Background: an optimization exercise with open tools, aiming at small area. Do not read the settings as production practice.
In this exercise RTL edits were held to simulation tests only and were not proved equivalent to the original.
Power figures rest on the tool's default switching activity, not on a simulated workload.

## the previous run
// log_perf_ctrl
module log_perf_ctrl #(
  parameter int unsigned NUM_CNT  = 8,
  parameter int unsigned CNT_W    = 20,
  parameter int unsigned INC_W    = 6,
  parameter int unsigned TIMER_W  = 20,
  parameter int unsigned PERIOD_W = 16,
  parameter int unsigned IDX_W    = (NUM_CNT > 1) ? $clog2(NUM_CNT) : 1
) (
  input  logic                     clock,
  input  logic                     reset,
  input  logic [NUM_CNT*INC_W-1:0] perf_inc,
  input  logic [TIMER_W-1:0]       log_begin,
  input  logic [TIMER_W-1:0]       log_end,
  input  logic [PERIOD_W-1:0]      dump_period,
  input  logic                     auto_clean,
  input  logic                     dump_req,
  input  logic                     clean_req,
  input  logic                     out_ready,
  output logic [TIMER_W-1:0]       timer,
  output logic                     logEnable,
  output logic                     clean,
  output logic                     dump,
  output logic                     out_valid,
  output logic [IDX_W-1:0]         out_idx,
  output logic [CNT_W-1:0]         out_data,
  output logic                     out_last,
  output logic                     dump_overrun
);
For scale: about 160 I/O pins, roughly 17000 um2 of cells after synthesis.
clock: 7.0 ns
lec_check: 0
cap_margin: 20
core_margin: 2
core_utilization: 70
gpl_routability_driven: 0
gpl_timing_driven: 0
place_density: 0.82
slew_margin: 20
synth_hierarchical: 1
standard.sh (not shown) runs the stock make flow with config.mk's settings and CLKGATE_MAP_FILE= SYNTH_SCRIPT=/design/flow/synth_recipe.tcl, a recipe that flattens the netlist after the stock synthesis.
==> flow/flow/run.sh <==
#!/bin/bash
# Standard layout (the standard.sh) with these changes:
#  - port buffers use the smallest buffer cell;
#  - clock tree synthesis without dummy loads;
#  - after floorplan, combinational cells go to their smallest drive
#    strength (flow/downsize.tcl); later repair passes size up as needed.
set -euo pipefail
bash standard.sh \
  BUFFER_PORTS_ARGS="-buffer_cell sky130_fd_sc_hd__buf_1" \
  CTS_ARGS="-sink_clustering_enable -repair_clock_nets -dont_use_dummy_load -buf_list sky130_fd_sc_hd__clkbuf_4 -sink_clustering_size 10 -sink_clustering_max_diameter 60" \
  POST_FLOORPLAN_TCL="$PWD/flow/downsize.tcl" \
  finish > standard.log 2>&1
==> flow/flow/downsize.tcl <==
# POST_FLOORPLAN hook: put every combinational cell at the smallest drive
# strength of its function. The resizer's later repair_design and
# repair_timing passes size up again wherever slew, load or timing need it.
set block [ord::get_db_block]
set db [ord::get_db]
set skip {^(df|edf|sdf|sedf|dl|conb|tap|fill|decap|probe|lpflow|clk)}
set count 0
foreach inst [$block getInsts] {
  set name [[$inst getMaster] getName]
  if {![regexp {^sky130_fd_sc_hd__([a-z0-9]+)_([0-9]+)$} $name -> base drive]} { continue }
  if {[regexp $skip $base]} { continue }
  set best $name
  set best_area [expr {[[$inst getMaster] getWidth] * [[$inst getMaster] getHeight]}]
  foreach d {0 1} {
    set m [$db findMaster sky130_fd_sc_hd__${base}_$d]
    if {$m eq "NULL" || $m eq ""} { continue }
    set a [expr {[$m getWidth] * [$m getHeight]}]
    if {$a < $best_area} {
      set best [$m getName]
      set best_area $a
    }
  }
  if {$best ne $name} {
    replace_cell [$inst getName] $best
    incr count
  }
}
puts "downsize: replaced $count cells"
For the current run, these inputs were changed with respect to the previous run:
Settings: a deleted GPL_TIMING_DRIVEN that had been 0; a deleted GPL_ROUTABILITY_DRIVEN that had been 0.
==> run notes <==
Global-route usage of the previous run is on par with the current run. Summary: setup slack, the current run worse than the previous run. Delta (the current run minus the previous run): worst-case register-to-register setup slack now larger; largest net degree at the start of global routing now larger.

========
log_perf_ctrl, a different RTL version from the one above (not shown whole).
Size in the first run: ~380 flip-flops, about 160 I/O pins, ~17,000 um^2 of cells after synthesis.
Settings: LEC_CHECK=0, CAP_MARGIN=20, CORE_MARGIN=2, CORE_UTILIZATION=70, PLACE_DENSITY=0.82, SLEW_MARGIN=20, SYNTH_HIERARCHICAL=1; clock period 7.0 ns.
Scripts as last shown in full above: flow/flow/run.sh, flow/flow/downsize.tcl
The starting point completed with no timing, DRC or antenna violations.
Next try:
CORE_UTILIZATION = 78   (was 70)
PLACE_DENSITY = 0.88   (was 0.82)
The changed run went through all stages and came out clean.
Maximum frequency came out lower by 0.66%.
Design area barely changes.
Non-clock buffer count stays the same.
Via count came out higher by 3.8%.
Power came out higher by about 0.3%.
Die area came out lower by about 10%.
Global-route usage came out higher by 4.5 points.
Combinational power came out higher by about 1%.
Clock power hardly moves.
Setup slack got worse by 0.046 ns.
Wire length came out higher by 5.6%.
Next try:
--- a/flow/flow/run.sh
+++ b/flow/flow/run.sh
@@ -9,3 +9,3 @@
   BUFFER_PORTS_ARGS="-buffer_cell sky130_fd_sc_hd__buf_1" \
-  CTS_ARGS="-sink_clustering_enable -repair_clock_nets -dont_use_dummy_load -buf_list sky130_fd_sc_hd__clkbuf_4 -sink_clustering_size 10 -sink_clustering_max_diameter 60" \
+  CTS_ARGS="-sink_clustering_enable -repair_clock_nets -dont_use_dummy_load -buf_list sky130_fd_sc_hd__clkbuf_8 -sink_clustering_size 16 -sink_clustering_max_diameter 100" \
   POST_FLOORPLAN_TCL="$PWD/flow/downsize.tcl" \
CORE_UTILIZATION = 70   (was 78)
PLACE_DENSITY = 0.82   (was 0.88)
What happened: Via count decreases by 4.1%. Global-route usage decreases by 4.8 points. Register-to-register slack improved by 0.15 ns. Core utilization decreases by 8.6 points. Clock skew decreases by 0.019 ns. Area after synthesis stays the same. Wire length decreases by about 5.5%. Die area increases by 11%.

========
== run 1 ==
Another version of the RTL of log_perf_ctrl (not shown whole).
Size in the first run: ~380 flip-flops, roughly 160 I/O pins.
==> flow/config.mk <==
export PLATFORM = sky130hd
export DESIGN_NAME = log_perf_ctrl
export DESIGN_NICKNAME = log_perf_ctrl
export VERILOG_FILES = /design/flow/design.v
export SDC_FILE = /design/flow/constraint.sdc
export NUM_CORES = 4
export LEC_CHECK = 0
export CAP_MARGIN = 20
export CORE_MARGIN = 2
export CORE_UTILIZATION = 40
export SLEW_MARGIN = 20
export SYNTH_HIERARCHICAL = 1
==> flow/constraint.sdc <==
create_clock -name core_clock -period 7.0 [get_ports {clock}]
set_input_delay 1.4000 -clock core_clock [delete_from_list [all_inputs] [get_ports {clock}]]
set_output_delay 1.4000 -clock core_clock [all_outputs]
set_load 0.01 [all_outputs]
==> flow/flow/run.sh <==
#!/bin/bash
# Standard layout (the standard.sh) with these changes:
#  - port buffers use the smallest buffer cell;
#  - clock tree synthesis without dummy loads;
#  - after floorplan, combinational cells go to their smallest drive
#    strength (flow/downsize.tcl); later repair passes size up as needed.
set -euo pipefail
bash standard.sh \
  BUFFER_PORTS_ARGS="-buffer_cell sky130_fd_sc_hd__buf_1" \
  CTS_ARGS="-sink_clustering_enable -repair_clock_nets -dont_use_dummy_load -buf_list sky130_fd_sc_hd__clkbuf_16 -sink_clustering_size 30 -sink_clustering_max_diameter 100" \
  POST_FLOORPLAN_TCL="$PWD/flow/downsize.tcl" \
  finish > standard.log 2>&1
Scripts as last shown in full above: flow/flow/downsize.tcl
## Diff of input files: run 2 against run 1
diff --git a/flow/flow/run.sh b/flow/flow/run.sh
--- a/flow/flow/run.sh
+++ b/flow/flow/run.sh
@@ -9,3 +9,3 @@
   BUFFER_PORTS_ARGS="-buffer_cell sky130_fd_sc_hd__buf_1" \
-  CTS_ARGS="-sink_clustering_enable -repair_clock_nets -dont_use_dummy_load -buf_list sky130_fd_sc_hd__clkbuf_16 -sink_clustering_size 30 -sink_clustering_max_diameter 100" \
+  CTS_ARGS="-sink_clustering_enable -repair_clock_nets -dont_use_dummy_load -buf_list sky130_fd_sc_hd__clkbuf_16 -sink_clustering_size 24 -sink_clustering_max_diameter 80" \
   POST_FLOORPLAN_TCL="$PWD/flow/downsize.tcl" \
==> run notes <==
Status: cell count parity (run 2, run 1). Run 2 ends up with a core utilization that is 0.35 points higher than in run 1. Global-route usage (run 2 over run 1): increase, 0.17 points. In the reports for run 2 and run 1, the smaller layout overhead on the synthesized area belongs to run 1. Compared with run 1, run 2 shows area of all placed cells without fillers that has gone up slightly.
> inputs changed (run 2 -> run 3)
diff --git a/flow/flow/run.sh b/flow/flow/run.sh
--- a/flow/flow/run.sh
+++ b/flow/flow/run.sh
@@ -9,3 +9,3 @@
   BUFFER_PORTS_ARGS="-buffer_cell sky130_fd_sc_hd__buf_1" \
-  CTS_ARGS="-sink_clustering_enable -repair_clock_nets -dont_use_dummy_load -buf_list sky130_fd_sc_hd__clkbuf_16 -sink_clustering_size 24 -sink_clustering_max_diameter 80" \
+  CTS_ARGS="-sink_clustering_enable -repair_clock_nets -dont_use_dummy_load -buf_list sky130_fd_sc_hd__clkbuf_8 -sink_clustering_size 16 -sink_clustering_max_diameter 100" \
   POST_FLOORPLAN_TCL="$PWD/flow/downsize.tcl" \
==> comparison <==
~same final worst slack in run 2 and run 3. Compared with run 2, in run 3 maximum fanout count along the critical path shows no meaningful change, clock transition at the registers of the reported paths shows an increase of 0.03 ns, utilization shows a reduction of 0.47 points. Run 2 has a lower multi-input gate share of the layout cell area than run 3. As far as area of the multi-input gates is concerned, run 3 and run 2 perform about the same.
## Diff of input files: run 4 against run 3
Settings: changing CAP_MARGIN from 20 to 5; changing SLEW_MARGIN from 20 to 5.
diff --git a/flow/flow/run.sh b/flow/flow/run.sh
--- a/flow/flow/run.sh
+++ b/flow/flow/run.sh
@@ -9,3 +9,3 @@
   BUFFER_PORTS_ARGS="-buffer_cell sky130_fd_sc_hd__buf_1" \
-  CTS_ARGS="-sink_clustering_enable -repair_clock_nets -dont_use_dummy_load -buf_list sky130_fd_sc_hd__clkbuf_8 -sink_clustering_size 16 -sink_clustering_max_diameter 100" \
+  CTS_ARGS="-sink_clustering_enable -repair_clock_nets -dont_use_dummy_load -buf_list sky130_fd_sc_hd__clkbuf_16 -sink_clustering_size 30 -sink_clustering_max_diameter 100" \
   POST_FLOORPLAN_TCL="$PWD/flow/downsize.tcl" \
Results
- | relative contribution of combinational cells to total power | run 4 vs run 3 | 0.3 points lower |
- Share of power burned in registers: run 4 and run 3 compared, higher one is run 3
- Diff run 4 and run 3: filler-free cell count of the finished design lower in run 4
- Status: fmax parity (run 4, run 3)
- Cmp run 4 vs run 3: wire length lower in run 4

==> static timing again, ports no longer ideal <==
In the flow no input, the clock included, has a driving cell. The finished layouts below were timed again as built, in two steps.
Step 1: set_driving_cell puts a clkbuf_16 on clock and a buf_2 on each other input, an assumption about the parent block.
Step 2 also shifts input and output timing later by t, the mid clock arrival at the registers, as if the neighbouring blocks saw the same clock.
Slacks: ideal ports / drivers / drivers and shift; pairs: ideal ports / drivers.
| run | shift t [ns] | setup WS [ns] | hold slack, ns |
|---|---|---|---|
| the previous run | 0.673 | 0.112 / 0.093 / -0.073 | 0.465 / 0.465 / 0.465 |
| the current run | 0.683 | 0.105 / 0.084 / 0.065 | 0.454 / 0.454 / 0.454 |
| the first run of note 2 | 0.680 | 0.099 / 0.070 / 0.070 | 0.470 / 0.470 / 0.470 |
| the second run of note 2 | 0.688 | 0.053 / 0.033 / 0.033 | 0.472 / 0.472 / 0.472 |
| the third run of note 2 | 0.607 | 0.101 / 0.072 / 0.072 | 0.468 / 0.468 / 0.468 |
| run 1 | 0.554 | 0.150 / 0.125 / 0.125 | 0.454 / 0.454 / 0.454 |
| run 2 | 0.586 | 0.154 / 0.129 / 0.129 | 0.440 / 0.440 / 0.440 |
| run 3 | 0.644 | 0.156 / 0.131 / 0.131 | 0.470 / 0.470 / 0.470 |
| run 4 | 0.543 | 0.139 / 0.116 / 0.116 | 0.436 / 0.436 / 0.436 |
With both steps, setup timing fails in the previous run, where it was met with ideal ports. For the previous run, which loses most, drivers alone change the setup slack by -0.019 ns; drivers and shift together by -0.185 ns.
